Source: an optimization exercise on an open RTL-to-GDS flow (aim: small area, a short achievable clock period and few clock cycles). Production flows keep margins and buffers that such runs may drop. RTL that was checked went through simulation tests only; none was proved equivalent to the original. Power figures rest on the tool's default switching activity, not on a simulated workload.

wip/zinc:
==> flow/design.v (excerpt) <==
module swu_top #(
   parameter int IFM_WIDTH     = swu_pkg::DEF_IFM_WIDTH,
   parameter int IFM_HEIGHT    = swu_pkg::DEF_IFM_HEIGHT,
   parameter int IFM_CHANNELS  = swu_pkg::DEF_IFM_CHANNELS,
   parameter int KERNEL_HEIGHT = swu_pkg::DEF_KERNEL_HEIGHT,
   parameter int KERNEL_WIDTH  = swu_pkg::DEF_KERNEL_WIDTH,
   parameter int STRIDE_HT     = swu_pkg::DEF_STRIDE_HT,
   parameter int STRIDE_WT     = swu_pkg::DEF_STRIDE_WT
) (
   input  logic                aclk,
   input  logic                aresetn,
   input  swu_pkg::simd_word_t s_axis_tdata_i,
   input  logic                s_axis_tvalid_i,
   output logic                s_axis_tready_o,
   output swu_pkg::simd_word_t m_axis_tdata_o,
   output logic                m_axis_tvalid_o,
   input  logic                m_axis_tready_i
);
Size in the first run: about 1600 flip-flops, about 44000 um2 of cells after synthesis.
export LEC_CHECK = 0
export ABC_CLOCK_PERIOD_IN_PS = 2500
export CAP_MARGIN = 20
export CORE_MARGIN = 2
export CORE_UTILIZATION = 72
export CTS_BUF_LIST = sky130_fd_sc_hd__clkbuf_16
export CTS_CLUSTER_DIAMETER = 60
export CTS_CLUSTER_SIZE = 32
export SETUP_SLACK_MARGIN = 4.3
export SLEW_MARGIN = 20
create_clock -name core_clock -period 6.5 [get_ports {aclk}]
run.sh (not shown) runs the stock make flow with config.mk's settings and CLKGATE_MAP_FILE= SYNTH_SCRIPT=/design/flow/synth_recipe.tcl, a recipe that flattens the netlist after the stock synthesis.
Modified inputs, wip/yarrow compared to wip/zinc
--- a/flow/design.v
+++ b/flow/design.v
@@ -48,17 +48,17 @@
    input  logic                 aclk,
    input  logic [DEPTH/4-1:0]   load_i,    
    input  swu_pkg::simd_word_t  din_i,
    output logic [DEPTH*16-1:0]  q_o
 );
    swu_pkg::simd_word_t r [DEPTH];
    always_ff @(posedge aclk) begin
       for (int i = 0; i < DEPTH; i++) begin
-         if (i % 4 == 3) begin
+         if (i % 4 == 2) begin
             r[i] <= load_i[i/4] ? din_i : r[(i+1) % DEPTH];
          end else begin
             r[i] <= r[(i+1) % DEPTH];
          end
       end
    end
    for (genvar g = 0; g < DEPTH; g++) begin : g_q
       assign q_o[g*16 +: 16] = r[g];
@@ -340,40 +340,35 @@
       if (!load) begin
          n.ph = p.ph + 2'd1;
          if (p.ph == 2'd3) begin
             n.blk = (p.blk == nblk - 4'd1) ? 4'd0 : p.blk + 4'd1;
          end
       end
       adv_phase = n;
    endfunction
-   function automatic logic [3:0] tap(input logic [3:0] q4, input logic [3:0] blk,
-                                      input logic [3:0] nblk);
-      logic [4:0] t;
-      t = {1'b0, q4} - {1'b0, blk};
-      tap = t[4] ? t[3:0] + nblk : t[3:0];
-   endfunction
    dec_t        dec_q, dec_a0, dec_a1, dec_b0, dec_b1;
    flags_t      fl_q, fl_a, fl_b;
    phase_t      pe_q, pe_a, pe_b, pb_q, pb_a, pb_b;
    logic [8:0]  cls, cls_inc, cls_b;
    logic [11:0] pos, pos_inc, pos_a, pos_b;
    logic [5:0]  pe_idx_q, pe_m1, pe_p4, pe_p32, pe_st, pei_a, pei_b;
    logic [5:0]  pb_idx_q, pb_m1, pb_m4, pb_st, pbi_a, pbi_b;
    logic        l2_q, l2_a, l2_b;
    logic        kh1_q, kh1_a, kh1_b;
    logic        tv;
    logic        acc;
    logic        seq_step;
    logic        e_shift, b_shift;
    logic        step_a, step_b;
    logic        skid_full, out_valid, out_free, skid_a, skid_b;
    logic        released;
-   logic [11:0] e_load;
-   logic [10:0] b_load;
+   logic [11:0] e_load, e_load_q;
+   logic [10:0] b_load, b_load_q;
+   swu_pkg::simd_word_t din_q;
    logic [EDEPTH*16-1:0] ev;
    logic [BDEPTH*16-1:0] od;
    swu_pkg::simd_word_t  rd_data;
    assign tv       = s_axis_tvalid_i;
    assign acc      = tv && dec_q.tready;
    assign seq_step = dec_q.free || (tv && dec_q.need);
    assign e_shift  = tv && dec_q.e_take;
    assign b_shift  = tv && dec_q.b_take;
@@ -392,26 +387,31 @@
       .pos_inc_o (pos_inc)
    );
    for (genvar k = 0; k < EDEPTH / 4; k++) begin : g_eload
       assign e_load[k] = e_shift && (pe_q.blk == 4'(EDEPTH / 4 - 1 - k));
    end
    for (genvar k = 0; k < BDEPTH / 4; k++) begin : g_bload
       assign b_load[k] = b_shift && (pb_q.blk == 4'(BDEPTH / 4 - 1 - k));
    end
+   always_ff @(posedge aclk) begin
+      e_load_q <= e_load;
+      b_load_q <= b_load;
+      din_q    <= s_axis_tdata_i;
+   end
    swu_ring_buffer #(.DEPTH(EDEPTH)) u_even_buf (
       .aclk   (aclk),
-      .load_i (e_load),
-      .din_i  (s_axis_tdata_i),
+      .load_i (e_load_q),
+      .din_i  (din_q),
       .q_o    (ev)
    );
    swu_ring_buffer #(.DEPTH(BDEPTH)) u_odd_buf (
       .aclk   (aclk),
-      .load_i (b_load),
-      .din_i  (s_axis_tdata_i),
+      .load_i (b_load_q),
+      .din_i  (din_q),
       .q_o    (od)
    );
    assign rd_data = kh1_q ? od[{pb_idx_q[5:2], 2'b00} * 16 +: 16]
                   : l2_q  ? s_axis_tdata_i
                   :         ev[{pe_idx_q[5:2], 2'b00} * 16 +: 16];
    swu_output_stage u_output_stage (
       .aclk        (aclk),
       .aresetn     (aresetn),
Findings:
More vias were needed by wip/yarrow than by wip/zinc.
Startpoint of the worst setup timing path = u_output_stage.out_data[12]: wip/zinc; startpoint of the worst setup timing path = u_output_stage.out_data[10]: wip/yarrow
For the sequential cell area share, wip/yarrow came in 1.8 points higher than wip/zinc did.
Compared with wip/zinc, number of buffers outside the clock class in the layout in wip/yarrow decreased by more than 10%.
STATUS wire length: wip/yarrow loses against wip/zinc
Total CTS buffers (higher): wip/yarrow
wip/zinc consumes less power than wip/yarrow.
Diff wip/zinc -> wip/yarrow: sequential element share of the synthesized area moved up; die span in y higher; setup slack after layout +30 ps.
Summary of wip/yarrow over wip/zinc: cell count after placement increased by 5.0% relative to the old numbers; placeable core region increased by 1.9% relative to the old numbers.
wip/yarrow has die area above what wip/zinc had.
Testbench counts of wip/yarrow, summed over its fixed seeds: cycles 48,784.
The RTL of wip/zinc was laid out without a check of its function.

what the ideal ports hide:
The flow's constraints put no driver on any port. The routed layouts listed below were extracted and timed again, unchanged, in two steps.
Step 1: set_driving_cell puts a clkbuf_16 on aclk and a buf_2 on each other input, an assumption about the parent block.
Step 2 moves the port delays by t, midway between the first and last clock arrival at a register: inputs arrive t later, outputs are due t later. That takes back most of the time a late clock gives input paths.
a / b / c = ideal / step 1 / step 2; a / b = the first two.
| run | t (ns) | setup WS [ns] | worst setup path after step 2 |
|---|---|---|---|
| wip/zinc | 0.728 | 4.016 / 3.952 / 3.559 | input to register |
| wip/yarrow | 0.703 | 4.047 / 3.981 / 3.516 | input to register |
After both steps setup and hold are still met in every run listed. For wip/yarrow, which loses most, drivers alone change the setup slack by -0.066 ns; drivers and shift together by -0.531 ns.
